This is an optimization exercise on Yosys and OpenROAD, whose aim is small area, a short achievable clock period and few clock cycles, not a production implementation.
The RTL was checked by simulation tests, not by an equivalence proof against the original design.
Power figures rest on the tool's default switching activity, not on a simulated workload.

--- flow/flow/run.sh ---
#!/bin/bash
# The standard layout, with the port buffers made from plain buf_2 cells instead of the delay
# buffer that buffer_ports picks on its own. Every make step's output goes to make.log here;
# ORFS keeps each tool's full log under orfs/logs/.
set -euo pipefail
bash standard.sh "BUFFER_PORTS_ARGS=-buffer_cell sky130_fd_sc_hd__buf_2" CTS_CLUSTER_SIZE=24 CTS_CLUSTER_DIAMETER=100 SETUP_SLACK_MARGIN=6.85 finish > make.log 2>&1
--- flow/standard.sh ---
#!/bin/bash
# synth_recipe.tcl (not shown) runs the flow's synth.tcl, then flattens the netlist and writes it again
# the make line also repeats each setting of config.mk as NAME=value (left out here)
make -C /OpenROAD-flow-scripts/flow DESIGN_CONFIG=/design/flow/config.mk WORK_HOME=/design/flow/orfs CLKGATE_MAP_FILE= SYNTH_SCRIPT=/design/flow/synth_recipe.tcl "${@:-finish}"
--- flow/config.mk ---
export PLATFORM = sky130hd
export DESIGN_NAME = sw_top
export DESIGN_NICKNAME = sw_top
export VERILOG_FILES = /design/flow/design.v
export SDC_FILE = /design/flow/constraint.sdc
export NUM_CORES = 4
export LEC_CHECK = 0
export ABC_AREA = 1
export CAP_MARGIN = 20
export CORE_MARGIN = 2
export CORE_UTILIZATION = 70
export PLACE_DENSITY = 0.8
export SLEW_MARGIN = 20
--- flow/constraint.sdc ---
create_clock -name core_clock -period 10.0 [get_ports {clk}]
set_input_delay 2.0000 -clock core_clock [delete_from_list [all_inputs] [get_ports {clk}]]
set_output_delay 2.0000 -clock core_clock [all_outputs]
set_load 0.01 [all_outputs]
--- flow/design.v ---
`timescale 1ns/100ps
`default_nettype none
module sw_pe #(
    parameter [3:0] ROW = 4'd0
) (
    input  wire        clk,
    input  wire        rst,
    input  wire [1:0]  i_nx_base_a,
    input  wire [1:0]  i_nx_base_b,
    input  wire        i_nx_first,
    input  wire        i_nx_x,        
    input  wire        i_nx_y,        
    input  wire        i_nx_vb,       
    input  wire        i_rb_ld,
    input  wire [1:0]  i_rb,
    input  wire        i_en_ld,
    input  wire        i_en,
    input  wire [4:0]  i_ha,          
    input  wire [4:0]  i_hb,          
    input  wire [3:0]  i_fa,          
    input  wire [3:0]  i_fb,          
    input  wire [4:0]  i_db,          
    input  wire        i_match_dn,
    input  wire [4:0]  i_c_score,
    input  wire [3:0]  i_c_row,
    input  wire        i_c_col,
    output reg  [1:0]  o_base_a,
    output reg  [1:0]  o_base_b,
    output reg         o_first,
    output reg         o_x,
    output reg         o_y,
    output reg         o_vb,
    output wire [4:0]  o_ha,
    output wire [4:0]  o_hb,
    output wire [3:0]  o_fa,
    output wire [3:0]  o_fb,
    output wire [4:0]  o_db,          
    output wire        o_match_nb,    
    output wire [4:0]  o_c_score,
    output wire [3:0]  o_c_row,
    output wire        o_c_col
);
    function automatic integer nbits(input integer v);
        integer w;
        begin
            nbits = 0;
            for (w = 0; w < 6; w = w + 1)
                if (v >= (1 << w))
                    nbits = w + 1;
        end
    endfunction
    localparam integer WH  = nbits(ROW + 1);                  
    localparam integer WE  = (ROW > 5) ? nbits(ROW - 5) : 0;  
    localparam integer WF  = (ROW > 6) ? nbits(ROW - 6) : 0;  
    localparam integer WR  = nbits(ROW);                      
    localparam integer WER = (WE > 0) ? WE : 1;
    localparam integer WRR = (WR > 0) ? WR : 1;
    localparam integer WD  = nbits(ROW + 2);                  
    function automatic ge5(input [4:0] a, input [4:0] b);
        integer k, j;
        reg r, t;
        begin
            r = 1'b1;
            for (j = 0; j < 5; j = j + 1)
                r = r & (a[j] | ~b[j]);
            for (k = 0; k < 5; k = k + 1) begin
                t = a[k] & ~b[k];
                for (j = k + 1; j < 5; j = j + 1)
                    t = t & (a[j] | ~b[j]);
                r = r | t;
            end
            ge5 = r;
        end
    endfunction
    function automatic [4:0] max3(input [4:0] x, input [4:0] y, input [4:0] z);
        reg xy, xz, yz;
        begin
            xy = ge5(x, y);
            xz = ge5(x, z);
            yz = ge5(y, z);
            max3 = (xy & xz) ? x : (yz ? y : z);
        end
    endfunction
    function automatic [4:0] tab_add(input [4:0] x, input integer k, input integer lo);
        integer v;
        begin
            tab_add = 5'd0;
            for (v = 0; v < 32; v = v + 1)
                if (x == v)
                    tab_add = (v + k < lo) ? lo : v + k;
        end
    endfunction
    reg  [1:0]     rb_q;
    reg            en_q;
    reg  [WH-1:0]  da_q;
    reg  [WER-1:0] e_q;
    reg  [WER-1:0] fa_q;
    reg  [WER-1:0] fb_q;
    reg  [WH-1:0]  ha_q;
    reg  [WH-1:0]  hb_q;
    reg  [WD-1:0]  db_q;
    reg  [WH-1:0]  c_score_q;
    reg  [WRR-1:0] c_row_q;
    reg            c_col_q;
    wire [4:0] da5  = da_q;
    wire [4:0] e5   = (WE > 0) ? e_q : 5'd0;
    wire [4:0] fa5  = (WF > 0) ? i_fa : 5'd0;
    wire [4:0] fb5  = (WF > 0) ? i_fb : 5'd0;
    wire [4:0] iha  = (ROW > 0) ? i_ha : 5'd0;
    wire [4:0] ihb  = (ROW > 0) ? i_hb : 5'd0;
    wire [4:0] ha5  = ha_q;
    wire [4:0] hb5  = hb_q;
    wire [4:0] cs5  = (ROW > 0) ? i_c_score : 5'd0;
    wire [3:0] cr4  = (ROW > 0) ? i_c_row : 4'd0;
    wire       cc1  = (ROW > 0) ? i_c_col : 1'b0;
    always @(posedge clk or posedge rst) begin
        if (rst) begin
            o_first <= 1'b0;
            o_x     <= 1'b0;
        end else begin
            o_first <= i_nx_first;
            o_x     <= i_nx_x;
        end
    end
    always @(posedge clk) begin
        o_base_a <= i_nx_base_a;
        o_base_b <= i_nx_base_b;
        o_y      <= i_nx_y;
        o_vb     <= i_nx_vb;
        if (i_rb_ld)
            rb_q <= i_rb;
        if (i_en_ld)
            en_q <= i_en;
    end
    wire [4:0] diag_a  = i_nx_first ? 5'd0 : ihb;
    wire [1:0] rb_a    = i_nx_first ? i_rb : rb_q;
    wire       match_a = (i_nx_base_a == rb_a);
    wire [4:0] da_new  = match_a ? tab_add(diag_a, 1, 0) : tab_add(diag_a, -4, 0);
    assign o_match_nb = (i_nx_base_b == rb_a);
    wire [4:0] db5 = i_db;
    wire [4:0] ma   = ge5(da5, fa5) ? da5 : fa5;
    wire [4:0] na   = ge5(da5, e5) ? da5 : e5;
    wire [4:0] ha   = ge5(ma, e5) ? ma : e5;
    wire [4:0] foa  = ge5(na, tab_add(fa5, 6, 0)) ? tab_add(na, -6, 0) : tab_add(fa5, -1, 0);
    wire [4:0] ma6  = tab_add(ma, -6, 0);
    wire [4:0] em1  = tab_add(e5, -1, 0);
    wire [4:0] mb   = ge5(db5, fb5) ? db5 : fb5;
    wire [4:0] hb   = max3(mb, ma6, em1);
    wire [4:0] nb   = max3(db5, ma6, em1);
    wire [4:0] en5  = max3(tab_add(mb, -6, 0), tab_add(ma, -7, 0), tab_add(e5, -2, 0));
    wire [4:0] fob  = ge5(nb, tab_add(fb5, 6, 0)) ? tab_add(nb, -6, 0) : tab_add(fb5, -1, 0);
    wire take_b = !ge5(cs5, hb5) & !ge5(ha5, hb5);
    wire take_a = !take_b & !ge5(cs5, ha5);
    wire [4:0] db_dn = i_match_dn ? tab_add(ha, 1, 0) : tab_add(ha, -4, 0);
    always @(posedge clk) begin
        db_q <= db_dn[WD-1:0];
        da_q <= da_new[WH-1:0];
        e_q  <= i_nx_first ? {WER{1'b0}} : en5[WER-1:0];
        fa_q <= foa[WER-1:0];
        fb_q <= fob[WER-1:0];
        ha_q <= en_q ? ha[WH-1:0] : {WH{1'b0}};
        hb_q <= (en_q & o_vb) ? hb[WH-1:0] : {WH{1'b0}};    
        if (take_b) begin
            c_score_q <= hb_q;
            c_row_q   <= ROW;
            c_col_q   <= 1'b1;
        end else if (take_a) begin
            c_score_q <= ha_q;
            c_row_q   <= ROW;
            c_col_q   <= 1'b0;
        end else begin
            c_score_q <= cs5[WH-1:0];
            c_row_q   <= cr4[WRR-1:0];
            c_col_q   <= cc1;
        end
    end
    assign o_ha       = ha5;
    assign o_hb       = hb5;
    assign o_db       = db_q;
    assign o_fa       = (WE > 0) ? fa_q : 4'd0;
    assign o_fb       = (WE > 0) ? fb_q : 4'd0;
    assign o_c_score  = c_score_q;
    assign o_c_row    = (WR > 0) ? c_row_q : 4'd0;
    assign o_c_col    = c_col_q;
endmodule
`default_nettype wire
`timescale 1ns/100ps
`default_nettype none
module sw_pe_array (
    input  wire          clk,
    input  wire          rst,
    input  wire [1:0]    i_base_a,
    input  wire [1:0]    i_base_b,
    input  wire          i_first,
    input  wire          i_x,             
    input  wire          i_y,             
    input  wire          i_vb,            
    input  wire [31:0]   i_read_0,
    input  wire [31:0]   i_read_1,
    input  wire [31:0]   i_read_2,
    input  wire [15:0]   i_en_0,
    input  wire [15:0]   i_en_1,
    input  wire [15:0]   i_en_2,
    output wire          o_st14_first,
    output wire [1:0]    o_st14_buf,
    output wire          o_first,
    output wire          o_x,
    output wire [4:0]    o_c_score,
    output wire [3:0]    o_c_row,
    output wire          o_c_col
);
    wire [1:0]  st_base_a [0:16];
    wire [1:0]  st_base_b [0:16];
    wire        st_first  [0:16];
    wire        st_x      [0:16];
    wire        st_y      [0:16];
    wire        st_vb     [0:16];
    wire [4:0]  ha        [0:16];
    wire [4:0]  hb        [0:16];
    wire [3:0]  fa        [0:16];
    wire [3:0]  fb        [0:16];
    wire [4:0]  db        [0:16];
    wire        match_nb  [0:16];
    reg         db0_q;
    wire [4:0]  c_score   [0:16];
    wire [3:0]  c_row     [0:16];
    wire        c_col     [0:16];
    assign st_base_a[0] = i_base_a;
    assign st_base_b[0] = i_base_b;
    assign st_first[0]  = i_first;
    assign st_x[0]      = i_x;
    assign st_y[0]      = i_y;
    assign st_vb[0]     = i_vb;
    assign ha[0]        = 5'd0;       
    assign hb[0]        = 5'd0;
    assign fa[0]        = 4'd0;
    assign fb[0]        = 4'd0;
    assign match_nb[16] = 1'b0;
    always @(posedge clk)
        db0_q <= match_nb[0];
    assign db[0] = {4'd0, db0_q};
    assign c_score[0]   = 5'd0;
    assign c_row[0]     = 4'd0;
    assign c_col[0]     = 1'b0;
    genvar r;
    generate
        for (r = 0; r < 16; r = r + 1) begin : g_row
            wire       rb_ld;
            wire [1:0] rb;
            wire       en_ld;
            wire       en;
            if (r == 0) begin : g_first
                assign rb_ld = st_first[0];
                assign rb    = st_y[0] ? i_read_2[1:0] : st_x[0] ? i_read_1[1:0] : i_read_0[1:0];
                assign en_ld = 1'b1;
                assign en    = 1'b1;
            end else begin : g_rest
                assign rb_ld = st_first[r];
                assign rb    = st_y[r] ? i_read_2[2*r +: 2] :
                               st_x[r] ? i_read_1[2*r +: 2] : i_read_0[2*r +: 2];
                assign en_ld = st_first[r];
                assign en    = st_y[r] ? i_en_2[r] : st_x[r] ? i_en_1[r] : i_en_0[r];
            end
            sw_pe #(.ROW(r)) sw_pe_i (
                .clk         (clk),
                .rst         (rst),
                .i_nx_base_a (st_base_a[r]),
                .i_nx_base_b (st_base_b[r]),
                .i_nx_first  (st_first[r]),
                .i_nx_x      (st_x[r]),
                .i_nx_y      (st_y[r]),
                .i_nx_vb     (st_vb[r]),
                .i_rb_ld     (rb_ld),
                .i_rb        (rb),
                .i_en_ld     (en_ld),
                .i_en        (en),
                .i_ha        (ha[r]),
                .i_hb        (hb[r]),
                .i_fa        (fa[r]),
                .i_fb        (fb[r]),
                .i_db        (db[r]),
                .i_match_dn  (match_nb[r+1]),
                .i_c_score   (c_score[r]),
                .i_c_row     (c_row[r]),
                .i_c_col     (c_col[r]),
                .o_base_a    (st_base_a[r+1]),
                .o_base_b    (st_base_b[r+1]),
                .o_first     (st_first[r+1]),
                .o_x         (st_x[r+1]),
                .o_y         (st_y[r+1]),
                .o_vb        (st_vb[r+1]),
                .o_ha        (ha[r+1]),
                .o_hb        (hb[r+1]),
                .o_fa        (fa[r+1]),
                .o_fb        (fb[r+1]),
                .o_db        (db[r+1]),
                .o_match_nb  (match_nb[r]),
                .o_c_score   (c_score[r+1]),
                .o_c_row     (c_row[r+1]),
                .o_c_col     (c_col[r+1])
            );
        end
    endgenerate
    assign o_st14_first = st_first[14];
    assign o_st14_buf   = {st_y[14], st_x[14]};
    assign o_first      = st_first[16];
    assign o_x          = st_x[16];
    assign o_c_score    = c_score[16];
    assign o_c_row      = c_row[16];
    assign o_c_col      = c_col[16];
endmodule
`default_nettype wire
`timescale 1ns/100ps
`default_nettype none
module sw_max_tracker #(
    parameter DEPTH = 4
) (
    input  wire          clk,
    input  wire          rst,
    input  wire          i_first,         
    input  wire          i_x,
    input  wire [4:0]    i_c_score,       
    input  wire [3:0]    i_c_row,
    input  wire          i_c_col,
    input  wire          i_ready,
    output wire          o_valid,
    output wire [17:0]   o_result,
    output wire          o_take
);
    reg          first_q [0:1];
    reg          x_q     [0:1];
    reg          push;
    reg  [4:0]   best_score;
    reg  [3:0]   best_row;
    reg  [3:0]   best_col;
    reg  [2:0]   pair_q;
    always @(posedge clk or posedge rst) begin
        if (rst) begin
            first_q[0] <= 1'b0;
            first_q[1] <= 1'b0;
            x_q[0]     <= 1'b0;
            x_q[1]     <= 1'b0;
            push       <= 1'b0;
        end else begin
            first_q[0] <= i_first;
            first_q[1] <= first_q[0];
            x_q[0]     <= i_x;
            x_q[1]     <= x_q[0];
            push       <= (first_q[1] | x_q[1]) & (first_q[0] | ~x_q[0]);
        end
    end
    function automatic gt9(input [8:0] a, input [8:0] b);
        integer k, j;
        reg r, t;
        begin
            r = 1'b0;
            for (k = 0; k < 9; k = k + 1) begin
                t = a[k] & ~b[k];
                for (j = k + 1; j < 9; j = j + 1)
                    t = t & (a[j] | ~b[j]);
                r = r | t;
            end
            gt9 = r;
        end
    endfunction
    wire [2:0] pair   = first_q[1] ? 3'd0 : pair_q;
    wire       take_c = first_q[1] | gt9({i_c_score, ~i_c_row}, {best_score, ~best_row});
    always @(posedge clk) begin
        if (take_c) begin
            best_score <= i_c_score;
            best_row   <= i_c_row;
            best_col   <= {pair, i_c_col};
        end
        pair_q <= pair + 3'd1;
    end
    localparam FD = DEPTH - 1;
    wire [12:0]   pd   = {best_score, best_row, best_col};
    reg  [12:0]   out_q;
    reg           out_v;
    reg  [12:0]   f [0:FD-1];
    reg  [FD-1:0] wp;         
    reg  [FD-1:0] rp;         
    reg  [FD-1:0] fc;         
    wire          take   = out_v & i_ready;
    wire          out_ld = ~out_v | i_ready;       
    reg  [12:0]   f_rd;
    integer j;
    always @(*) begin
        f_rd = 13'd0;
        for (j = 0; j < FD; j = j + 1)
            f_rd = f_rd | ({13{rp[j]}} & f[j]);
    end
    wire          pop0 = ~out_v & fc[0];
    wire          wr0  = push & (out_v | fc[0]);
    wire          pop1 = fc[0];
    wire          wr1  = push & fc[0];
    wire [FD-1:0] wp_r = {wp[FD-2:0], wp[FD-1]};
    wire [FD-1:0] rp_r = {rp[FD-2:0], rp[FD-1]};
    wire [FD-1:0] fc_u = {fc[FD-2:0], 1'b1};
    wire [FD-1:0] fc_d = {1'b0, fc[FD-1:1]};
    wire [FD-1:0] wp0  = wr0 ? wp_r : wp;
    wire [FD-1:0] wp1  = wr1 ? wp_r : wp;
    wire [FD-1:0] rp0  = pop0 ? rp_r : rp;
    wire [FD-1:0] rp1  = pop1 ? rp_r : rp;
    wire [FD-1:0] fc0  = (wr0 & ~pop0) ? fc_u : ((pop0 & ~wr0) ? fc_d : fc);
    wire [FD-1:0] fc1  = (wr1 & ~pop1) ? fc_u : ((pop1 & ~wr1) ? fc_d : fc);
    wire          ov0  = out_v | fc[0] | push;
    wire          ov1  = fc[0] | push;
    always @(posedge clk or posedge rst) begin
        if (rst) begin
            out_v <= 1'b0;
            wp    <= {{(FD-1){1'b0}}, 1'b1};
            rp    <= {{(FD-1){1'b0}}, 1'b1};
            fc    <= {FD{1'b0}};
        end else begin
            out_v <= i_ready ? ov1 : ov0;
            wp    <= i_ready ? wp1 : wp0;
            rp    <= i_ready ? rp1 : rp0;
            fc    <= i_ready ? fc1 : fc0;
        end
    end
    always @(posedge clk) begin
        if (out_ld)
            out_q <= fc[0] ? f_rd : pd;
        for (j = 0; j < FD; j = j + 1)
            if (push && wp[j])
                f[j] <= pd;
    end
    assign o_valid  = out_v;
    assign o_result = {5'd0, out_q};
    assign o_take   = take;
endmodule
`default_nettype wire
`timescale 1ns/100ps
`default_nettype none
module sw_controller #(
    parameter DEPTH = 6
) (
    input  wire          clk,
    input  wire          rst,
    input  wire          i_valid,
    input  wire [73:0]   i_job,
    input  wire          i_take,          
    input  wire          i_rel_first,     
    input  wire [1:0]    i_rel_buf,
    output wire          o_ready,
    output wire [1:0]    o_base_a,
    output wire [1:0]    o_base_b,
    output wire          o_first,
    output wire          o_x,             
    output wire          o_y,             
    output wire          o_vb,            
    output wire [31:0]   o_read_0,
    output wire [31:0]   o_read_1,
    output wire [31:0]   o_read_2,
    output wire [15:0]   o_en_0,
    output wire [15:0]   o_en_1,
    output wire [15:0]   o_en_2
);
    reg              ready_q;
    reg              act_q;       
    reg              first_q;
    reg  [4:0]       cnt_q;       
    reg  [1:0]       nxt_q;       
    reg  [1:0]       cur_q;       
    reg  [2:0]       busy_q;
    reg  [DEPTH-1:0] jobs_q;      
    reg  [31:0]      ref_q;
    reg  [31:0]      read_0_q, read_1_q, read_2_q;
    reg  [4:0]       len_0_q, len_1_q, len_2_q;
    reg  [31:0]      read_in;
    wire accept = ready_q & i_valid;
    wire cnt_le2 = (cnt_q == 5'd1) | (cnt_q == 5'd2);
    wire cnt_le4 = cnt_le2 | (cnt_q == 5'd3) | (cnt_q == 5'd4);
    wire last   = act_q & cnt_le2;
    wire sfree  = ~act_q | cnt_le2;
    wire [2:0] rel = {i_rel_first & (i_rel_buf == 2'd2),
                      i_rel_first & (i_rel_buf == 2'd1),
                      i_rel_first & (i_rel_buf == 2'd0)};
    wire [1:0] nxt_inc = (nxt_q == 2'd2) ? 2'd0 : nxt_q + 2'd1;
    wire can_start = (~act_q | cnt_le4)
                   & (~busy_q[nxt_q] | rel[nxt_q])
                   & (~jobs_q[DEPTH-1] | i_take);
    always @(posedge clk or posedge rst) begin
        if (rst) begin
            act_q   <= 1'b0;
            first_q <= 1'b0;
            nxt_q   <= 2'd0;
            busy_q  <= 3'b000;
            jobs_q  <= {DEPTH{1'b0}};
        end else begin
            act_q   <= ready_q ? i_valid : (act_q & ~last);
            first_q <= accept;
            if (accept)
                nxt_q <= nxt_inc;
            busy_q[0] <= (accept & (nxt_q == 2'd0)) | (busy_q[0] & ~rel[0]);
            busy_q[1] <= (accept & (nxt_q == 2'd1)) | (busy_q[1] & ~rel[1]);
            busy_q[2] <= (accept & (nxt_q == 2'd2)) | (busy_q[2] & ~rel[2]);
            if (accept & ~i_take)
                jobs_q <= {jobs_q[DEPTH-2:0], 1'b1};
            else if (i_take & ~accept)
                jobs_q <= {1'b0, jobs_q[DEPTH-1:1]};
        end
    end
    always @(posedge clk)
        ready_q <= ~accept & can_start;
    integer r;
    always @(*)
        for (r = 0; r < 16; r = r + 1)
            read_in[2*r +: 2] = i_job[10 + 2*(15-r) +: 2];
    always @(posedge clk) begin
        cnt_q <= sfree ? i_job[9:5] : cnt_q - 5'd2;
        ref_q <= sfree ? i_job[73:42] : {ref_q[27:0], 4'b0000};
        if (accept)
            cur_q <= nxt_q;
        if (~busy_q[0] & (nxt_q == 2'd0)) begin
            len_0_q  <= i_job[4:0];
            read_0_q <= read_in;
        end
        if (~busy_q[1] & (nxt_q == 2'd1)) begin
            len_1_q  <= i_job[4:0];
            read_1_q <= read_in;
        end
        if (~busy_q[2] & (nxt_q == 2'd2)) begin
            len_2_q  <= i_job[4:0];
            read_2_q <= read_in;
        end
    end
    genvar k;
    generate
        for (k = 0; k < 16; k = k + 1) begin : g_en
            assign o_en_0[k] = (len_0_q > k);
            assign o_en_1[k] = (len_1_q > k);
            assign o_en_2[k] = (len_2_q > k);
        end
    endgenerate
    assign o_ready  = ready_q;
    assign o_base_a = ref_q[31:30];
    assign o_base_b = ref_q[29:28];
    assign o_first  = first_q;
    assign o_x      = first_q ? cur_q[0] : act_q;
    assign o_y      = first_q & cur_q[1];
    assign o_vb     = act_q & ~(cnt_q == 5'd1);
    assign o_read_0 = read_0_q;
    assign o_read_1 = read_1_q;
    assign o_read_2 = read_2_q;
endmodule
`default_nettype wire
`timescale 1ns/100ps
`default_nettype none
module sw_top (
    input  wire          clk,
    input  wire          rst,
    input  wire          i_valid,
    input  wire [73:0]   i_job,
    input  wire          i_ready,
    output wire          o_ready,
    output wire          o_valid,
    output wire [17:0]   o_result
);
    localparam DEPTH = 5;
    wire          take;
    wire          rel_first;
    wire [1:0]    rel_buf;
    wire [1:0]    base_a;
    wire [1:0]    base_b;
    wire          first;
    wire          x;
    wire          y;
    wire          vb;
    wire [31:0]   read_0;
    wire [31:0]   read_1;
    wire [31:0]   read_2;
    wire [15:0]   en_0;
    wire [15:0]   en_1;
    wire [15:0]   en_2;
    wire          out_first;
    wire          out_x;
    wire [4:0]    c_score;
    wire [3:0]    c_row;
    wire          c_col;
    sw_controller #(.DEPTH(DEPTH)) sw_controller_i (
        .clk         (clk),
        .rst         (rst),
        .i_valid     (i_valid),
        .i_job       (i_job),
        .i_take      (take),
        .i_rel_first (rel_first),
        .i_rel_buf   (rel_buf),
        .o_ready     (o_ready),
        .o_base_a    (base_a),
        .o_base_b    (base_b),
        .o_first     (first),
        .o_x         (x),
        .o_y         (y),
        .o_vb        (vb),
        .o_read_0    (read_0),
        .o_read_1    (read_1),
        .o_read_2    (read_2),
        .o_en_0      (en_0),
        .o_en_1      (en_1),
        .o_en_2      (en_2)
    );
    sw_pe_array sw_pe_array_i (
        .clk          (clk),
        .rst          (rst),
        .i_base_a     (base_a),
        .i_base_b     (base_b),
        .i_first      (first),
        .i_x          (x),
        .i_y          (y),
        .i_vb         (vb),
        .i_read_0     (read_0),
        .i_read_1     (read_1),
        .i_read_2     (read_2),
        .i_en_0       (en_0),
        .i_en_1       (en_1),
        .i_en_2       (en_2),
        .o_st14_first (rel_first),
        .o_st14_buf   (rel_buf),
        .o_first      (out_first),
        .o_x          (out_x),
        .o_c_score    (c_score),
        .o_c_row      (c_row),
        .o_c_col      (c_col)
    );
    sw_max_tracker #(.DEPTH(DEPTH)) sw_max_tracker_i (
        .clk        (clk),
        .rst        (rst),
        .i_first    (out_first),
        .i_x        (out_x),
        .i_c_score  (c_score),
        .i_c_row    (c_row),
        .i_c_col    (c_col),
        .i_ready    (i_ready),
        .o_valid    (o_valid),
        .o_result   (o_result),
        .o_take     (take)
    );
endmodule
`default_nettype wire
==> reports/metrics.yaml, run 1 <==
gr-total-overflow: 0
routedWlPerCell_um: 15.6
grt_setup_unrepaired: "true"
grt_util_all_layers_pct: 31.6
final_common_cell: "nand2_1"
grt_first_pass_wirelength_um: 158000
port_buffers: 92
clk_latency_ns: 0.63
num_io_pins: 98
wl_met3_um: 6380
fin_crit_sh_pct: 31.9
root_buffer: "clkbuf_16"
r2r_start: "sw_pe_array_i.g_row[15].sw_pe_i.da_q[4]"
cp.arrival_ns: 1.19
required_ns: 8.00
grt_pass1_vias: 32500
drt_iter0_markers: 3011
max_freq_ghz: 0.313
whs_path_depth: 0
finalPower_w: 0.00840
start_util_pct: 70.4
placementRows: 89
cts.sinks: 846
ctsLongestPathBuffers: 3
die_h_um: 247
viasPerCell: 5.71
hp-start: "sw_pe_array_i.g_row[8].sw_pe_i.o_vb"
fin_crit_ns: 3.19
die_w_um: 247
critPathTopFamily: "flip-flops"
firstDrtPassIters: 6
top_layer: "met5"
crit_path_max_incr_delay_ns: 0.41
cp_slowest_cell: "edfxtp_1"
ys_async_sr_fraction_pct: 7.33
worstRegToRegCells: 19
final_cell_mix: "nand2_1, inv_1, dfxtp_1"
crit_chain: "buf_2"
max-cap-violations: 0
drive_above_1_share_pct: 7.41
fin_hold_ws_ns: 0.356
avgSynthCellArea_um2: 7.67
netlist_area_um2: 41400
met2_length_um: 45600
power_leakage_nw: 19.7
p_per_area_nw_per_um2: 190
vdd_ir_drop_max_mv: 0.240
hpwl_um: 73400
cts_made_buffers: 42
start_kind: "flop"
tightest_slew_ns: 0.936
fin_worst_skew_ns: 0.0185
multiInputGateArea_um2: 18500
slew_viol_final: 0
grt_max_degree: 63
max_slew_margin_pct: 37.6
synth-main-ff-cell: "dfxtp_1"
setup_viol_count_final: 0
fill_cells: 4518
via_count: 36000
fin_setup_tns_ns: 0
synth_edf_count: 207
yosys_warnings: 22
r2r_setup_slack_ns: 7.03
path_buf_inv: 1
met1Wirelength_um: 44000
preCtsSetupSlack_ns: 6.43
clk_pin_slew_ns: 0.09
setup_ws_ns: 6.81
synth.distinct_cells: 79
gp_congestion: 0.973
routed_wl_um: 98300
synth.ff_latch_count: 846
core_area_um2: 58800
min_to: "sw_pe_array_i.g_row[9].sw_pe_i.o_vb"
seqCellArea_um2: 19400
cp_max_fo: 1
grt_antenna_before_repair: 17
yosysSeqAreaShare_pct: 46.7
finalHoldViolCount: 0
critPathCaptureType: "primary output"
areaGrowthSynthToFinish_pct: 6.70
hold_class: "flop to flop"
netlist_instances: 5401
status: "complete, no violations"
cts_tree: "yes"
die-area_um2: 61100
path_class: "flop to primary output"
timing.rr.end: "sw_pe_array_i.g_row[15].sw_pe_i.hb_q[2]"
drcViolationCount: 0
ctsHtreeMaxLevel: 2
nNetsFinal: 5644
antenna_left: 0
==> cells by family (layout without fill, tap and decap cells) <==
family,after synthesis,after routing,share of synthesized area (%)
compound gates,1222,1222,18.1
xor+xnor,71,71,1.50
fa+ha+maj,77,77,2.25
buf+inv,981,1107,9.05
flops,846,846,46.7
mux,7,7,0.187
other cells,1,13,0.00905
simple gates,2196,2196,22.3
==> metrics by stage <==
stage / instances / util (%) / area [µm²]
after floorplan: 5405 / - / 41400
after global placement: 6224 / 72.6 / 42700
after detailed placement: 6224 / 72.6 / 42700
after CTS: 6299 / 74.7 / 43900
after global routing: 6307 / 75.1 / 44200
final: 6312 / 75.2 / 44200
==> synthesized netlist by cell type, drive strengths merged (23+ instances only) <==
master	instances	area share, %
or2	45	0.68
o22ai	96	1.5
o221ai	81	1.7
nand4	35	0.56
edfxtp	207	15
a22oi	23	0.43
inv	927	8.4
a211oi	44	0.80
a21oi	221	2.7
dfxtp	577	28
a31oi	41	0.62
clkbuf	27	0.24
xor2	60	1.3
ha	65	2.0
nor2	556	5.1
nand3	258	3.3
o21ai	515	6.4
nor3	53	0.65
o211ai	60	1.1
o31ai	36	0.65
buf	24	0.37
dfrtp	60	3.6
nand2	1219	11
==> final cells by class <==
cell class / count / area share (%)
sequential: 846 / 43.8
multi-input combinational: 3578 / 42.0
inverter: 930 / 7.93
clock buffer: 68 / 2.62
tap: 773 / 2.19
timing repair buffer: 103 / 1.26
clock inverter: 6 / 0.195
antenna: 8 / 0.0453
==> sequential cells by signal, indices dropped and copies added, names as in the netlist, 25 cells and up <==
signal                                 flops
sw_pe_array_i.g_row.sw_pe_i.c_score_q     54
sw_pe_array_i.g_row.sw_pe_i.da_q          54
sw_pe_array_i.g_row.sw_pe_i.ha_q          54
sw_pe_array_i.g_row.sw_pe_i.hb_q          54
sw_pe_array_i.g_row.sw_pe_i.db_q          53
sw_max_tracker_i.f                        52
sw_pe_array_i.g_row.sw_pe_i.c_row_q       49
sw_controller_i.read_0_q                  32
sw_controller_i.read_1_q                  32
sw_controller_i.read_2_q                  32
sw_controller_i.ref_q                     32
sw_pe_array_i.g_row.sw_pe_i.rb_q          32
sw_pe_array_i.g_row.sw_pe_i.o_base_a      30
sw_pe_array_i.g_row.sw_pe_i.o_base_b      30
sw_pe_array_i.g_row.sw_pe_i.e_q           29
sw_pe_array_i.g_row.sw_pe_i.fa_q          25
sw_pe_array_i.g_row.sw_pe_i.fb_q          25
==> what timing repair did <==
item                       in CTS  in global routing
setup endpoints to repair      11                 61
resized for setup               2                 78
buffers inserted                1                  5
hold buffers                    0                  0
pin swaps                       0                  5
==> worst max path at each step <==
stage,startpoint,to,slack [ns],depth (start not counted)
2_1_floorplan,i_ready,sw_max_tracker_i.fc[1],6.88,5
3_3_place_gp,i_ready,sw_max_tracker_i.fc[2],6.50,6
3_5_place_dp,i_ready,sw_max_tracker_i.fc[1],6.43,6
4_1_cts,sw_max_tracker_i.out_q[7],o_result[7],6.80,1
5_1_grt,sw_pe_array_i.g_row[11].sw_pe_i.da_q[2],sw_pe_array_i.g_row[11].sw_pe_i.db_q[0],6.77,21
6_report,sw_max_tracker_i.out_q[2],o_result[2],6.81,1
==> power by group <==
group          total [W]  switching [W]  internal (W)
clock network    0.00191        0.00109      0.000819
registers        0.00397       0.000240       0.00373
logic            0.00251        0.00166      0.000849
==> layer usage <==
| metal | track usage [%] | vias up |
|---|---|---|
| li1 | - | 18100 |
| met1 | 43.5 | 16600 |
| met2 | 52.2 | 1117 |
| met3 | 4.60 | 167 |
| met4 | 8.95 | 18 |
| met5 | 0 | - |
Testbench counts, summed over its fixed seeds: cycles 8,786.
==> inputs of run 2 (changes only) <==
--- a/flow/design.v
+++ b/flow/design.v
@@ -140,7 +140,7 @@
     wire [4:0] db5 = i_db;
     wire [4:0] ma   = ge5(da5, fa5) ? da5 : fa5;
     wire [4:0] na   = ge5(da5, e5) ? da5 : e5;
-    wire [4:0] ha   = ge5(ma, e5) ? ma : e5;
+    wire [4:0] ha   = max3(da5, fa5, e5);
     wire [4:0] foa  = ge5(na, tab_add(fa5, 6, 0)) ? tab_add(na, -6, 0) : tab_add(fa5, -1, 0);
     wire [4:0] ma6  = tab_add(ma, -6, 0);
     wire [4:0] em1  = tab_add(e5, -1, 0);
==> reports/metrics.yaml, run 2 <==
antenna_left: 0
drt_iter0_markers: 3160
path_class: "flop to primary output"
finalPower_w: 0.0136
slew_viol_final: 0
ctsLongestPathBuffers: 3
worstRegToRegCells: 21
synthXorXnorAreaFrac_pct: 1.56
drcViolationCount: 0
timing.rr.end: "sw_pe_array_i.g_row[15].sw_pe_i.e_q[2]"
avgSynthCellArea_um2: 7.73
r2r_start: "sw_pe_array_i.g_row[14].sw_pe_i.fa_q[3]"
path_depth: 1
utilization_pct: 75.7
cp.arrival_ns: 1.14
synth.distinct_cells: 81
critPathTopFamily: "flip-flops"
grt_setup_unrepaired: "true"
clk_latency_ns: 0.62
dp.cells: 6121
cts_made_buffers: 43
port_buffers: 92
multiInputGateArea_um2: 18200
root_buffer: "clkbuf_16"
fin_crit_ns: 3.14
yosysSeqAreaShare_pct: 47.1
critPathCapture: "o_result[1]"
finalHoldViolCount: 0
drive_above_1_share_pct: 7.39
cts_tree: "yes"
grt_util_all_layers_pct: 31.2
synth.area.top_cells: "dfxtp_1, edfxtp_1, nand2_1, inv_1, o21ai_0"
yosys_warnings: 22
fin_setup_tns_ns: 0
yosysMostFrequentCell: "nand2_1"
p_per_area_nw_per_um2: 311
postCtsHoldBufs: 0
fin_cells: 6207
muxShareOfSynthArea_pct: 0.159
grt_max_degree: 63
cp_slowest_cell: "edfxtp_1"
viasPerCell: 5.71
ys_async_sr_fraction_pct: 7.33
ctsHtreeMaxLevel: 2
grt_first_pass_wirelength_um: 156000
r2r_setup_slack_ns: 7.04
preCtsSetupSlack_ns: 6.52
gp_congestion: 0.996
seqCellArea_um2: 19400
final_common_cell: "nand2_1"
clk_pin_slew_ns: 0.09
synth-simple-area-share_pct: 21.6
setup_viol_count_final: 0
gr-total-overflow: 0
areaGrowthSynthToFinish_pct: 6.71
vdd_ir_drop_max_mv: 0.216
num_io_pins: 98
die-area_um2: 60500
grt_pass1_vias: 32500
whs_path_depth: 0
setup_ws_ns: 6.86
hold_class: "flop to flop"
path_buf_inv: 1
core_area_um2: 57800
start_kind: "flop"
crit_chain: "buf_2"
synth_compound_area_share_pct: 18.4
synth_common_cells: "nand2_1, inv_1, dfxtp_1"
critPathCaptureType: "primary output"
max_freq_ghz: 0.318
die_w_um: 246
required_ns: 8.00
max_slew_margin_pct: 36.8
netlist_instances: 5303
grt_antenna_before_repair: 10
tightest_slew_ns: 0.947
synth.ff_latch_count: 846
start_util_pct: 70.9
fin_worst_skew_ns: 0.0205
startpoint: "sw_max_tracker_i.out_q[1]"
placementRows: 88
netlist_area_um2: 41000
synth_top_family_by_area: "simple AND/OR/NAND/NOR gates"
firstDrtPassIters: 6
max-cap-violations: 0
hpwl_um: 71900
fin_crit_sh_pct: 31.4
synth_top_area_cell: "dfxtp_1"
die_h_um: 246
cp_max_fo: 1
fill_cells: 4437
final_cell_mix: "nand2_1, inv_1, nor2_1"
synth_edf_count: 207
routed_wl_um: 95800
crit_path_max_incr_delay_ns: 0.39
power_leakage_nw: 19.2
synth_fa_ha_area_share_pct: 2.37
status: "complete, no violations"
via_count: 35500
netlist.area_leader.share_pct: 28.2
cts.sinks: 846
synth-main-ff-cell: "dfxtp_1"
nNetsFinal: 5543
routedWlPerCell_um: 15.4
==> run 2: changes by cell type in the layout (fill, tap and decap cells not counted), sizes merged, moves of 11 or more <==
cell / before / now
nand3: 258 / 200
nand2: 1219 / 1174
inv: 928 / 892
nor2: 556 / 582
o21ai: 515 / 499
o21a: 21 / 6
o211ai: 60 / 74
a21oi: 221 / 234
maj3: 12 / 23
==> run 2: cells by family after synthesis <==
logic type               after synthesis
adder cells (fa/ha/maj)               82
XOR/XNOR                              73
AND/OR/NAND/NOR                     2131
AO/OA/AOI/OAI                       1227
buffers and inverters                937
flip-flops                           846
multiplexers                           6
other                                  1
==> run 2: through the flow <==
step / hold WS (ns) / area, µm²
2_1_floorplan: 0.331 / 41000
5_1_grt: 0.366 / 43700
6_report: 0.355 / 43700
3_5_place_dp: 0.335 / 42300
4_1_cts: 0.356 / 43600
3_3_place_gp: 0.339 / 42300
==> run 2: final cells by class <==
class / instances / share of cell area, %
sequential: 846 / 44.3
multi-input combinational: 3524 / 41.6
inverter: 888 / 7.64
clock buffer: 70 / 2.74
tap: 765 / 2.19
timing repair buffer: 103 / 1.26
clock inverter: 10 / 0.317
antenna: 1 / 0.00572
==> run 2: how the worst min path moves through the flow <==
| stage | startpoint | end | slack [ns] |
|---|---|---|---|
| after detailed placement | sw_pe_array_i.g_row[15].sw_pe_i.o_first | sw_max_tracker_i.first_q[0] | 0.33 |
| final | sw_pe_array_i.g_row[15].sw_pe_i.o_first | sw_max_tracker_i.first_q[0] | 0.36 |
| after CTS | sw_pe_array_i.g_row[15].sw_pe_i.o_first | sw_max_tracker_i.first_q[0] | 0.36 |
| after floorplan | sw_pe_array_i.g_row[9].sw_pe_i.o_vb | sw_pe_array_i.g_row[10].sw_pe_i.o_vb | 0.33 |
| after global placement | sw_pe_array_i.g_row[15].sw_pe_i.o_first | sw_max_tracker_i.first_q[0] | 0.34 |
| after global routing | sw_pe_array_i.g_row[15].sw_pe_i.o_first | sw_max_tracker_i.first_q[0] | 0.37 |
==> run 2: layer usage <==
layer  up-vias  GRT usage (%)  wire length [µm]  share of wire (%)
li1      17800              -                 -                  -
met1     16200           41.0             41400                 43
met2      1179           54.0             45900                 48
met3       218           3.49              5570                5.8
met4        16           10.0              2860                3.0
met5         -              0                92              0.096
==> run 2: what timing repair did <==
action / in CTS / in global routing
setup buffers: 1 / 4
pin swaps: 0 / 7
resized for setup: 1 / 51
endpoints found under the hold margin: 0 / 0
setup endpoints to repair: 10 / 47
==> run 2: power by group <==
group	total, W	switching, W	internal (W)	leakage (nW)
logic	0.00603	0.00398	0.00205	11.1
registers	0.00558	0.000918	0.00466	7.46
clock network	0.00197	0.00110	0.000871	0.647
total	0.0136	0.00600	0.00759	19.2
Testbench counts of run 2, summed over its fixed seeds: cycles 8,786.
==> inputs of run 3 (changes only) <==
--- a/flow/design.v
+++ b/flow/design.v
@@ -140,7 +140,7 @@
     wire [4:0] db5 = i_db;
     wire [4:0] ma   = ge5(da5, fa5) ? da5 : fa5;
     wire [4:0] na   = ge5(da5, e5) ? da5 : e5;
-    wire [4:0] ha   = max3(da5, fa5, e5);
+    wire [4:0] ha   = ge5(ma, e5) ? ma : e5;
     wire [4:0] foa  = ge5(na, tab_add(fa5, 6, 0)) ? tab_add(na, -6, 0) : tab_add(fa5, -1, 0);
     wire [4:0] ma6  = tab_add(ma, -6, 0);
     wire [4:0] em1  = tab_add(e5, -1, 0);
==> flow/flow/run.sh (replaced) <==
#!/bin/bash
# The standard layout, with the port buffers made from plain buf_2 cells instead of the delay
# buffer that buffer_ports picks on its own. Every make step's output goes to make.log here;
# ORFS keeps each tool's full log under orfs/logs/.
set -euo pipefail
bash standard.sh "BUFFER_PORTS_ARGS=-buffer_cell sky130_fd_sc_hd__buf_2" CTS_CLUSTER_SIZE=24 CTS_CLUSTER_DIAMETER=100 finish > make.log 2>&1
==> reports/metrics.yaml, run 3 <==
hpwl_um: 71700
postCtsSetupBuffers: 0
hold_class: "flop to flop"
grtUsageMet1_pct: 40.6
synth.area.top_cells: "dfxtp_1, edfxtp_1, nand2_1, inv_1, o21ai_0"
synth_edf_count: 207
r2r_start: "sw_pe_array_i.g_row[12].sw_pe_i.da_q[3]"
drcViolationCount: 0
dp.cells: 6225
max_freq_ghz: 0.304
clk_latency_ns: 0.63
postCtsHoldBufs: 0
grt_pass1_vias: 32600
routedWlPerCell_um: 15.0
power_leakage_nw: 19.6
ctsHtreeMaxLevel: 2
cts.repair.resized: 0
ys_async_sr_fraction_pct: 7.33
synth.ff_latch_count: 846
cts.sinks: 846
cts_made_buffers: 42
fin_hold_ws_ns: 0.357
grtUsageMet2_pct: 52.1
use_met3_pct: 4.03
avgSynthCellArea_um2: 7.67
critPathCaptureType: "flop"
hp-start: "sw_pe_array_i.g_row[13].sw_pe_i.o_base_a[0]"
die_h_um: 247
start_kind: "flop"
grt_max_degree: 58
fin_cells: 6305
gr-total-overflow: 0
multiInputGateArea_um2: 18400
setup_viol_count_final: 0
die_w_um: 247
min_to: "sw_pe_array_i.g_row[14].sw_pe_i.o_base_a[0]"
netlist.area_leader.share_pct: 27.9
r2r_setup_slack_ns: 6.71
final_common_cell: "nand2_1"
status: "complete, no violations"
root_buffer: "clkbuf_16"
drt_iter0_markers: 2902
tightest_slew_ns: 0.855
final_cell_mix: "nand2_1, inv_1, dfxtp_1"
drive_above_1_share_pct: 6.37
fin_crit_ns: 3.29
max-cap-violations: 0
nNetsFinal: 5639
p_per_area_nw_per_um2: 190
cp_max_fo: 16
start_util_pct: 70.4
viasPerCell: 5.66
areaGrowthSynthToFinish_pct: 6.18
firstDrtPassIters: 10
grt_util_all_layers_pct: 30.4
busiest_layer: "met2"
port_buffers: 92
vdd_ir_drop_max_mv: 0.218
max_slew_margin_pct: 43.0
grt_first_pass_wirelength_um: 154000
path_class: "flop to flop"
required_ns: 10.52
die-area_um2: 61100
placementRows: 89
fill_cells: 4578
ctsLongestPathBuffers: 3
timing.rr.end: "sw_pe_array_i.g_row[12].sw_pe_i.db_q[2]"
cp.arrival_ns: 3.81
yosysSeqAreaShare_pct: 46.7
worstRegToRegCells: 13
clk_pin_slew_ns: 0.10
core_area_um2: 58800
slew_viol_final: 0
synth.distinct_cells: 79
yosysMostFrequentCell: "nand2_1"
yosys_warnings: 22
via_count: 35700
routed_wl_um: 94500
fin_worst_skew_ns: 0.0374
seqCellArea_um2: 19300
finalHoldViolCount: 0
whs_path_depth: 0
netlist_area_um2: 41400
grt_setup_unrepaired: "false"
cts_tree: "yes"
fin_setup_tns_ns: 0
gp_congestion: 0.951
netlist_instances: 5401
synth_common_cells: "nand2_1, inv_1, dfxtp_1"
antenna_left: 0
grt_antenna_before_repair: 19
synth-main-ff-cell: "dfxtp_1"
synth_top_area_cell: "dfxtp_1"
num_io_pins: 98
fin_crit_sh_pct: 32.9
==> run 3: critical path: stages (launching register included) <==
cell and delay (ns):
dfxtp_1 0.68, clkinv_1 0.39, nand2_1 0.19, nand2_1 0.14
o22ai_1 0.17, o21ai_0 0.18, o21a_1 0.27, inv_1 0.10
ha_1 0.19, inv_1 0.09, nor3_1 0.33, nor2_1 0.11
a21boi_0 0.15, o31ai_1 0.21
==> run 3: routing by layer <==
layer  share of wire, %  up-vias
li1                   -    18100
met1                 45    16500
met2                 47      960
met3                5.5      181
met4                2.5       22
met5               0.14        -
==> run 3: logic make-up (layout without fill, tap and decap cells) <==
group | after synthesis | after routing | synth area share (%)
AO/OA/AOI/OAI | 1222 | 1222 | 18.1
adder cells (fa/ha/maj) | 77 | 77 | 2.25
other | 1 | 9 | 0.00905
AND/OR/NAND/NOR | 2196 | 2196 | 22.3
multiplexers | 7 | 7 | 0.187
flip-flops | 846 | 846 | 46.7
buffers and inverters | 981 | 1104 | 9.05
XOR/XNOR | 71 | 71 | 1.50
==> run 3: layout make-up <==
cell class              count  area share (%)
clock inverters             8           0.287
flip-flops and latches    846            43.9
well taps                 773            2.20
inverters                 930            7.94
diodes                      4          0.0228
multi-input cells        3578            41.8
clock buffers              68            2.66
repair buffers             98            1.15
==> run 3: where the power goes <==
part / internal [W] / total (W) / switching [W] / leakage, nW
Sequential: 0.00373 / 0.00396 / 0.000231 / 7.45
Clock: 0.000856 / 0.00194 / 0.00108 / 0.620
Combinational: 0.000833 / 0.00245 / 0.00162 / 11.6
==> run 3: through the flow <==
| stage | total power (W) | setup slack, ns | util, % | area [µm²] |
|---|---|---|---|---|
| finish | 0.00835 | 6.71 | 74.8 | 44000 |
| detailed placement | 0.00643 | 6.38 | 72.6 | 42700 |
| global placement | 0.00638 | 6.52 | 72.6 | 42700 |
| CTS | 0.00834 | 6.77 | 74.8 | 44000 |
| global route | 0.00887 | 6.32 | 74.8 | 44000 |
| floorplan | 0.00591 | 6.46 | - | 41400 |
==> run 3: worst max path at each step <==
stage	from	end	slack (ns)
4_1_cts	sw_pe_array_i.g_row[12].sw_pe_i.da_q[3]	sw_pe_array_i.g_row[12].sw_pe_i.db_q[0]	6.77
5_1_grt	sw_pe_array_i.g_row[11].sw_pe_i.da_q[3]	sw_pe_array_i.g_row[11].sw_pe_i.db_q[3]	6.32
2_1_floorplan	rst	sw_controller_i.act_q	6.46
3_5_place_dp	i_ready	sw_max_tracker_i.fc[2]	6.38
3_3_place_gp	i_ready	sw_max_tracker_i.fc[2]	6.52
6_report	sw_pe_array_i.g_row[12].sw_pe_i.da_q[3]	sw_pe_array_i.g_row[12].sw_pe_i.db_q[2]	6.71
Testbench counts of run 3, summed over its fixed seeds: cycles 8,786.
==> inputs of run 4 (changes only) <==
==> flow/flow/run.sh (replaced) <==
#!/bin/bash
# The standard layout with three changes to how it is made (not to what is measured):
# - the port buffers are plain buf_2 cells instead of the delay buffer buffer_ports picks;
# - clock tree sinks are clustered in groups of up to 24 within 100 um;
# - repair_timing aims for 6.85 ns of setup slack, so it upsizes the gates and flip-flops on
#   the internal paths that are slower than the port paths.
# Every make step's output goes to make.log here; ORFS keeps each tool's full log under
# orfs/logs/.
set -euo pipefail
bash standard.sh "BUFFER_PORTS_ARGS=-buffer_cell sky130_fd_sc_hd__buf_2" CTS_CLUSTER_SIZE=24 CTS_CLUSTER_DIAMETER=100 SETUP_SLACK_MARGIN=6.85 finish > make.log 2>&1
==> reports/metrics.yaml, run 4 <==
status: "complete, no violations"
p_switching_w: 0.00300
setup_viol_count_final: 0
seqPwrFrac_pct: 47.3
die_w_um: 247
via_count: 36000
crit_chain: "buf_2"
die-area_um2: 61100
final_common_cell: "nand2_1"
setup_ws_ns: 6.81
power_leakage_nw: 19.7
cp_max_fo: 1
synth.distinct_cells: 79
fin_crit_ns: 3.19
synth-main-ff-cell: "dfxtp_1"
tightest_slew_ns: 0.936
synth.area.top_cells: "dfxtp_1, edfxtp_1, nand2_1, inv_1, o21ai_0"
ys_async_sr_fraction_pct: 7.33
num_io_pins: 98
required_ns: 8.00
antenna_left: 0
place_area_um2: 42700
synth_edf_count: 207
fin_hold_ws_ns: 0.356
synth.ff_latch_count: 846
max-cap-violations: 0
hp-start: "sw_pe_array_i.g_row[8].sw_pe_i.o_vb"
netlist.area_leader.share_pct: 27.9
clk_latency_ns: 0.63
cts_made_buffers: 42
postCtsHoldBufs: 0
grt_first_pass_wirelength_um: 158000
netlist_instances: 5401
fin_crit_sh_pct: 31.9
yosysSeqAreaShare_pct: 46.7
start_kind: "flop"
path_class: "flop to primary output"
grt_setup_unrepaired: "true"
r2r_start: "sw_pe_array_i.g_row[15].sw_pe_i.da_q[4]"
netlist_area_um2: 41400
critPathTopFamily: "flip-flops"
grt_util_all_layers_pct: 31.6
critPathCaptureType: "primary output"
pwr-share-comb_pct: 29.9
ctsLongestPathBuffers: 3
crit_path_max_incr_delay_ns: 0.41
intPower_w: 0.00540
port_buffers: 92
avgSynthCellArea_um2: 7.67
clkPwrFrac_pct: 22.8
fin_worst_skew_ns: 0.0185
cp_slowest_cell: "edfxtp_1"
finalHoldViolCount: 0
final_cell_mix: "nand2_1, inv_1, dfxtp_1"
preCtsSetupSlack_ns: 6.43
hpwl_um: 73400
max_slew_margin_pct: 37.6
yosysMostFrequentCell: "nand2_1"
start_util_pct: 70.4
nNetsFinal: 5644
yosys_warnings: 22
core_area_um2: 58800
placementRows: 89
routedWlPerCell_um: 15.6
firstDrtPassIters: 6
grt_antenna_before_repair: 17
vdd_ir_drop_max_mv: 0.240
grt_max_degree: 63
clk_pin_slew_ns: 0.09
drive_above_1_share_pct: 7.41
grt_pass1_vias: 32500
cts.sinks: 846
fin_setup_tns_ns: 0
synth_common_cells: "nand2_1, inv_1, dfxtp_1"
fin_area_um2: 44200
finalPower_w: 0.00840
die_h_um: 247
drcViolationCount: 0
synth_top_area_cell: "dfxtp_1"
cp.arrival_ns: 1.19
viasPerCell: 5.71
gr-total-overflow: 0
gp_congestion: 0.973
cts_tree: "yes"
routed_wl_um: 98300
ctsHtreeMaxLevel: 2
startpoint: "sw_max_tracker_i.out_q[2]"
switching_share_pct: 35.7
slew_viol_final: 0
fill_cells: 4518
hold_class: "flop to flop"
max_freq_ghz: 0.313
root_buffer: "clkbuf_16"
p_per_area_nw_per_um2: 190
path_buf_inv: 1
drt_iter0_markers: 3011
areaGrowthSynthToFinish_pct: 6.70
run 4: cell count changes in the layout (fill, tap and decap cells not counted), sizes merged:
cell | previous run | this run
diode | 4 | 8
clkinvlp | 0 | 4
bufinv | 1 | 0
inv | 930 | 928
buf | 98 | 103
clkinv | 7 | 4
run 4: kinds of logic after synthesis:
kind of cell | synth area share [%]
mux | 0.187
buf+inv | 9.05
flops | 46.7
fa+ha+maj | 2.25
xor+xnor | 1.50
other cells | 0.00905
simple gates | 22.3
compound gates | 18.1
run 4: path summary, 6_finish.rpt:
kind	to	slack, ns	cells after the start
setup / recovery	o_result[2]	6.81	1
hold reg to reg	sw_pe_array_i.g_row[9].sw_pe_i.o_vb	0.36	0
max in group asynchronous	sw_pe_array_i.g_row[13].sw_pe_i.o_first	7.71	3
setup reg to reg	sw_pe_array_i.g_row[15].sw_pe_i.hb_q[2]	7.03	19
hold / removal	sw_pe_array_i.g_row[9].sw_pe_i.o_vb	0.36	0
min in group asynchronous	sw_pe_array_i.g_row[1].sw_pe_i.o_x	1.69	3
run 4: layout make-up:
class	count	area [µm²]	area share, %
Sequential cell	846	19400	43.8
Multi-Input combinational cell	3578	18500	42.0
Inverter	930	3510	7.93
Clock buffer	68	1160	2.62
Tap cell	773	967	2.19
Timing Repair Buffer	103	556	1.26
Clock inverter	6	86.3	0.195
Antenna cell	8	20.0	0.0453
run 4: per-layer routing:
metal  vias to the layer above  track usage (%)  wire length (µm)  share of wire, %
met3                       167             4.60              6380               6.5
met2                      1117             52.2             45600                46
met1                     16600             43.5             44000                45
met4                        18             8.95              2230               2.3
li1                      18100                -                 -                 -
met5                         -                0               121              0.12
run 4: power by group through the flow:
| stage | combinational (W) | sequential [W] | clock, W |
|---|---|---|---|
| global route | 0.00286 | 0.00400 | 0.00205 |
| finish | 0.00251 | 0.00397 | 0.00191 |
| CTS | 0.00243 | 0.00396 | 0.00194 |
| detailed placement | 0.00241 | 0.00404 | 0 |
| floorplan | 0.00199 | 0.00392 | 0 |
| global placement | 0.00237 | 0.00404 | 0 |
run 4: metrics by stage:
stage          util [%]  std cells
3_5_place_dp       72.6       6224
2_1_floorplan         -       5405
4_1_cts            74.7       6299
3_3_place_gp       72.6       6224
6_report           75.2       6312
5_1_grt            75.1       6307
run 4: timing repair:
item                       CTS  global route
setup endpoints to repair   11            61
buffers inserted             1             5
pin swaps                    0             5
gates resized for setup      2            78
==> inputs of run 5 (changes only) <==
--- a/flow/design.v
+++ b/flow/design.v
@@ -140,7 +140,7 @@
     wire [4:0] db5 = i_db;
     wire [4:0] ma   = ge5(da5, fa5) ? da5 : fa5;
     wire [4:0] na   = ge5(da5, e5) ? da5 : e5;
-    wire [4:0] ha   = ge5(ma, e5) ? ma : e5;
+    wire [4:0] ha   = max3(da5, fa5, e5);
     wire [4:0] foa  = ge5(na, tab_add(fa5, 6, 0)) ? tab_add(na, -6, 0) : tab_add(fa5, -1, 0);
     wire [4:0] ma6  = tab_add(ma, -6, 0);
     wire [4:0] em1  = tab_add(e5, -1, 0);
--- a/flow/config.mk
+++ b/flow/config.mk
@@ -8,6 +8,6 @@
 export ABC_AREA = 1
 export CAP_MARGIN = 20
 export CORE_MARGIN = 2
-export CORE_UTILIZATION = 70
-export PLACE_DENSITY = 0.8
+export CORE_UTILIZATION = 80
+export PLACE_DENSITY = 0.88
 export SLEW_MARGIN = 20
==> reports/metrics.yaml, run 5 <==
r2r_start: "sw_pe_array_i.g_row[11].sw_pe_i.e_q[1]"
switching_share_pct: 46.3
fin_setup_tns_ns: 0
grt_util_all_layers_pct: 43.2
die_w_um: 230
gp_congestion: 0.999
firstDrtPassIters: 11
cts_tree: "yes"
seqCellArea_um2: 19400
whs_path_depth: 0
p_switching_w: 0.00650
multiInputGateArea_um2: 18300
cts.sinks: 846
gr-total-overflow: 0
min_to: "sw_pe_array_i.g_row[11].sw_pe_i.o_vb"
routedWlPerCell_um: 19.1
max_slew_margin_pct: 33.7
synth.area.top_cells: "dfxtp_1, edfxtp_1, nand2_1, inv_1, o21ai_0"
crit_path_max_incr_delay_ns: 0.41
clkPwrFrac_pct: 13.7
drive_above_1_share_pct: 7.54
die_h_um: 230
ys_async_sr_fraction_pct: 7.33
synth_common_cells: "nand2_1, inv_1, dfxtp_1"
crit_chain: "buf_2"
timing.rr.end: "sw_pe_array_i.g_row[11].sw_pe_i.fb_q[2]"
placementRows: 82
cp.arrival_ns: 1.17
utilization_pct: 86.6
start_kind: "flop"
tightest_slew_ns: 0.994
num_io_pins: 98
grt_max_degree: 63
grt_first_pass_wirelength_um: 186000
setup_viol_count_final: 0
routed_wl_um: 117000
hold_class: "flop to flop"
viasPerCell: 6.40
fin_crit_ns: 3.17
slew_viol_final: 0
avgSynthCellArea_um2: 7.73
cp_max_fo: 2
yosys_warnings: 22
power_leakage_nw: 19.1
fill_cells: 2735
cp_slowest_cell: "dfrtp_1"
max-cap-violations: 0
preCtsSetupSlack_ns: 6.43
grt_setup_unrepaired: "true"
hp-start: "sw_pe_array_i.g_row[10].sw_pe_i.o_vb"
p_per_area_nw_per_um2: 322
nNetsFinal: 5542
path_buf_inv: 1
synth.ff_latch_count: 846
die-area_um2: 53100
areaGrowthSynthToFinish_pct: 6.37
yosysSeqAreaShare_pct: 47.1
path_class: "flop to primary output"
seqPwrFrac_pct: 40.6
status: "complete, no violations"
core_area_um2: 50400
fin_worst_skew_ns: 0.0303
drcViolationCount: 0
critPathCaptureType: "primary output"
clk_latency_ns: 0.65
startpoint: "sw_max_tracker_i.out_v"
root_buffer: "clkbuf_16"
max_freq_ghz: 0.315
final_common_cell: "nand2_1"
via_count: 39100
worstRegToRegCells: 19
drt_iter0_markers: 5266
pwr-share-comb_pct: 45.7
ctsLongestPathBuffers: 3
vdd_ir_drop_max_mv: 0.240
finalHoldViolCount: 0
intPower_w: 0.00755
synth-main-ff-cell: "dfxtp_1"
grt_pass1_vias: 37400
clk_pin_slew_ns: 0.10
synth.distinct_cells: 81
grt_antenna_before_repair: 8
hpwl_um: 80200
yosysMostFrequentCell: "nand2_1"
final_cell_mix: "nand2_1, inv_1, nor2_1"
start_util_pct: 81.4
synth_top_area_cell: "dfxtp_1"
fin_area_um2: 43600
cts_made_buffers: 41
synth_edf_count: 207
port_buffers: 92
r2r_setup_slack_ns: 7.07
required_ns: 8.00
ctsHtreeMaxLevel: 2
netlist.area_leader.share_pct: 28.2
netlist_instances: 5303
antenna_left: 0
netlist_area_um2: 41000
place_area_um2: 42100
fin_crit_sh_pct: 31.7
critPathTopFamily: "flip-flops"
setup_ws_ns: 6.83
==> run 5: changes by cell type after synthesis, moves of 15 or more <==
cell and delta:
nand3_1 -54, inv_1 -45, nand2_2 -23, nand2_1 -22, nor2_1 +22, o21ai_0 -20
o21a_1 -15
==> run 5: cell families after synthesis <==
family,after synthesis,synth area share (%)
multiplexers,6,0.159
flip-flops,846,47.1
XOR/XNOR,73,1.56
adder cells (fa/ha/maj),82,2.37
AND/OR/NAND/NOR,2131,21.6
other,1,0.00915
AO/OA/AOI/OAI,1227,18.4
buffers and inverters,937,8.74
==> run 5: repair_timing <==
item,4_1_cts,5_1_grt
buffers inserted,1,5
gates resized for setup,1,72
setup endpoints to repair,11,60
hold buffers,0,0
pin swaps,0,6
==> run 5: area by class of cell <==
class | count | share of cell area (%)
sequential | 846 | 44.4
clock inverter | 5 | 0.192
clock buffer | 69 | 2.64
inverter | 888 | 7.66
tap | 672 | 1.93
antenna | 3 | 0.0172
multi-input combinational | 3524 | 41.9
timing repair buffer | 104 | 1.26
==> run 5: how the worst max path moves through the flow <==
stage                     slack, ns  cells past startpoint                     end
after floorplan                6.90                      7  sw_max_tracker_i.fc[3]
after global placement         6.58                      8  sw_max_tracker_i.fc[3]
after detailed placement       6.43                      9  sw_max_tracker_i.fc[2]
after CTS                      6.80                      1                 o_valid
after global routing           6.79                      1                 o_valid
final                          6.83                      1                 o_valid
==> run 5: stage by stage <==
stage	power, W	instances	hold slack, ns
6_report	0.0140	6111	0.353
4_1_cts	0.0137	6103	0.353
5_1_grt	0.0149	6111	0.368
3_3_place_gp	0.0112	6028	0.352
3_5_place_dp	0.0116	6028	0.356
2_1_floorplan	0.00994	5307	0.331
==> run 5: power by group through the flow <==
stage	Sequential (W)	Clock (W)	Combinational [W]
CTS	0.00561	0.00191	0.00616
floorplan	0.00523	0	0.00471
global route	0.00575	0.00204	0.00711
detailed placement	0.00564	0	0.00600
finish	0.00569	0.00193	0.00642
global placement	0.00557	0	0.00565
==> run 5: per-layer routing <==
| metal | GRT usage, % | part of all wire, % |
|---|---|---|
| met1 | 50.4 | 35 |
| met2 | 74.1 | 48 |
| met4 | 26.0 | 6.7 |
| met3 | 8.33 | 9.9 |
| met5 | 0 | 0.056 |
Testbench counts of run 5, summed over its fixed seeds: cycles 8,786.
==> inputs of run 6 (changes only) <==
--- a/flow/config.mk
+++ b/flow/config.mk
@@ -8,6 +8,6 @@
 export ABC_AREA = 1
 export CAP_MARGIN = 20
 export CORE_MARGIN = 2
-export CORE_UTILIZATION = 80
-export PLACE_DENSITY = 0.88
+export CORE_UTILIZATION = 70
+export PLACE_DENSITY = 0.8
 export SLEW_MARGIN = 20
==> reports/metrics.yaml, run 6 <==
grt_util_all_layers_pct: 31.2
ctsLongestPathBuffers: 3
final_common_cell: "nand2_1"
drcViolationCount: 0
routedWlPerCell_um: 15.4
gp_congestion: 0.996
final_cell_mix: "nand2_1, inv_1, nor2_1"
die-area_um2: 60500
routed_wl_um: 95800
path_buf_inv: 1
pwr-share-comb_pct: 44.4
fin_crit_sh_pct: 31.4
finalPower_w: 0.0136
multiInputGateArea_um2: 18200
fill_cells: 4437
fin_worst_skew_ns: 0.0205
clkPwrFrac_pct: 14.5
critPathCaptureType: "primary output"
grt_antenna_before_repair: 10
finalHoldViolCount: 0
cts_made_buffers: 43
drt_iter0_markers: 3160
firstDrtPassIters: 6
ctsHtreeMaxLevel: 2
synth_edf_count: 207
whs_path_depth: 0
r2r_setup_slack_ns: 7.04
seqPwrFrac_pct: 41.1
fin_cells: 6207
core_area_um2: 57800
setup_viol_count_final: 0
max_slew_margin_pct: 36.8
start_util_pct: 70.9
max_freq_ghz: 0.318
fin_hold_ws_ns: 0.355
hold_class: "flop to flop"
utilization_pct: 75.7
gr-total-overflow: 0
die_w_um: 246
cts.sinks: 846
hpwl_um: 71900
synth.distinct_cells: 81
die_h_um: 246
cp_slowest_cell: "edfxtp_1"
clk_latency_ns: 0.62
cp_max_fo: 1
hp-start: "sw_pe_array_i.g_row[15].sw_pe_i.o_first"
slew_viol_final: 0
synth.ff_latch_count: 846
yosysSeqAreaShare_pct: 47.1
grt_max_degree: 63
netlist.area_leader.share_pct: 28.2
synth_common_cells: "nand2_1, inv_1, dfxtp_1"
cp.arrival_ns: 1.14
switching_share_pct: 44.2
placementRows: 88
grt_pass1_vias: 32500
yosysMostFrequentCell: "nand2_1"
clk_pin_slew_ns: 0.09
critPathTopFamily: "flip-flops"
grt_first_pass_wirelength_um: 156000
tightest_slew_ns: 0.947
areaGrowthSynthToFinish_pct: 6.71
max-cap-violations: 0
crit_chain: "buf_2"
intPower_w: 0.00759
r2r_start: "sw_pe_array_i.g_row[14].sw_pe_i.fa_q[3]"
yosys_warnings: 22
vdd_ir_drop_max_mv: 0.216
worstRegToRegCells: 21
antenna_left: 0
fin_crit_ns: 3.14
num_io_pins: 98
p_switching_w: 0.00600
viasPerCell: 5.71
min_to: "sw_max_tracker_i.first_q[0]"
netlist_area_um2: 41000
netlist_instances: 5303
crit_path_max_incr_delay_ns: 0.39
start_kind: "flop"
p_per_area_nw_per_um2: 311
synth.area.top_cells: "dfxtp_1, edfxtp_1, nand2_1, inv_1, o21ai_0"
drive_above_1_share_pct: 7.39
dp.cells: 6121
grt_setup_unrepaired: "true"
avgSynthCellArea_um2: 7.73
cts_tree: "yes"
required_ns: 8.00
path_class: "flop to primary output"
via_count: 35500
nNetsFinal: 5543
timing.rr.end: "sw_pe_array_i.g_row[15].sw_pe_i.e_q[2]"
seqCellArea_um2: 19400
synth-main-ff-cell: "dfxtp_1"
ys_async_sr_fraction_pct: 7.33
status: "complete, no violations"
synth_top_area_cell: "dfxtp_1"
port_buffers: 92
power_leakage_nw: 19.2
root_buffer: "clkbuf_16"
fin_setup_tns_ns: 0
==> run 6: cell count changes in the layout (fill, tap and decap cells not counted), sizes merged <==
cell / before / now
diode: 3 / 1
inv: 886 / 892
clkbuf: 69 / 70
buf: 104 / 103
clkinv: 6 / 4
bufinv: 0 / 1
==> run 6: power groups by stage <==
stage,registers (W),logic (W),clock network (W)
2_1_floorplan,0.00523,0.00471,0
3_3_place_gp,0.00559,0.00569,0
3_5_place_dp,0.00562,0.00586,0
4_1_cts,0.00555,0.00591,0.00201
5_1_grt,0.00569,0.00688,0.00212
6_report,0.00558,0.00603,0.00197
==> run 6: metrics by stage <==
stage,cell area (µm²),setup WS (ns)
after detailed placement,42300,6.52
after global routing,43700,6.81
final,43700,6.86
after floorplan,41000,6.90
after global placement,42300,6.57
after CTS,43600,6.83
==> run 6: cell type report <==
type | instances | area share (%)
multi-input combinational | 3524 | 41.6
timing repair buffer | 103 | 1.26
antenna | 1 | 0.00572
sequential | 846 | 44.3
inverter | 888 | 7.64
clock buffer | 70 | 2.74
tap | 765 | 2.19
clock inverter | 10 | 0.317
==> run 6: what timing repair did <==
action | 4_1_cts | 5_1_grt
setup endpoints to repair | 10 | 47
gates cloned | 0 | 0
gates resized for setup | 1 | 51
setup buffers | 1 | 4
hold buffers | 0 | 0
pin swaps | 0 | 7
==> run 6: logic make-up (layout without fill, tap and decap cells) <==
kind of cell    count (synthesis)  in the layout  share of synthesized area, %
buf+inv                       937           1071                          8.74
fa+ha+maj                      82             82                          2.37
compound gates               1227           1227                          18.4
other cells                     1              6                       0.00915
xor+xnor                       73             73                          1.56
simple gates                 2131           2131                          21.6
mux                             6              6                         0.159
flops                         846            846                          47.1
==> run 6: worst max-delay path by stage <==
| stage | slack (ns) | endpoint | startpoint | depth (start not counted) |
|---|---|---|---|---|
| after floorplan | 6.90 | sw_max_tracker_i.fc[3] | i_ready | 7 |
| after global routing | 6.81 | sw_pe_array_i.g_row[15].sw_pe_i.e_q[2] | sw_pe_array_i.g_row[14].sw_pe_i.fa_q[3] | 21 |
| final | 6.86 | o_result[1] | sw_max_tracker_i.out_q[1] | 1 |
| after CTS | 6.83 | o_result[1] | sw_max_tracker_i.out_q[1] | 1 |
| after detailed placement | 6.52 | sw_max_tracker_i.fc[3] | i_ready | 8 |
| after global placement | 6.57 | sw_max_tracker_i.fc[3] | i_ready | 8 |
==> run 6: metal layers <==
layer  global-route usage (%)  vias to the layer above  part of all wire [%]
met2                     54.0                     1179                    48
li1                         -                    17800                     -
met5                        0                        -                 0.096
met3                     3.49                      218                   5.8
met4                     10.0                       16                   3.0
met1                     41.0                    16200                    43
==> run 6: worst reg2reg max path: stages, from the launching register on <==
cell      delay (ns)
dfxtp_1         0.44
inv_1           0.12
a21oi_2         0.25
nand2_2         0.12
nand2_1         0.11
nand2_4         0.10
inv_2           0.09
nor2_2          0.05
nand2_1         0.11
inv_1           0.08
nand2_1         0.07
nand2_1         0.06
a211oi_1        0.27
nand3_1         0.20
o22ai_1         0.19
inv_1           0.05
nand2_1         0.12
nand2_1         0.10
nand2_1         0.08
nand2_1         0.06
a21oi_1         0.12
nor2_1          0.06

==> afterwards: timing with drivers on the ports <==
The results above use ideal ports. As a check the final layouts listed here were re-extracted and re-timed, cells and wires unchanged. Step 1 assumes that a clkbuf_16 drives the clock port and a buf_2 every other input. Step 2 times the ports against the registers' clock, not the clock port: input delays grow and output delays shrink by t, the midpoint of the rising clock arrivals with the driver on. Three values: no drivers, after step 1, after step 2; two values: the first two.
run	shift t [ns]	setup slack, ns	pins driven straight from the clock port
run 1	0.678	6.810 / 6.748 / 6.649	1
run 2	0.675	6.856 / 6.792 / 6.491	1
run 3	0.679	6.707 / 6.707 / 6.344	1
run 4	0.678	6.810 / 6.748 / 6.649	1
run 5	0.697	6.827 / 6.761 / 6.374	1
run 6	0.675	6.856 / 6.792 / 6.491	1
After both steps setup and hold are still met in every run listed. The setup slack of run 5, which loses most, moves by -0.066 ns with the drivers and by -0.453 ns with both steps.
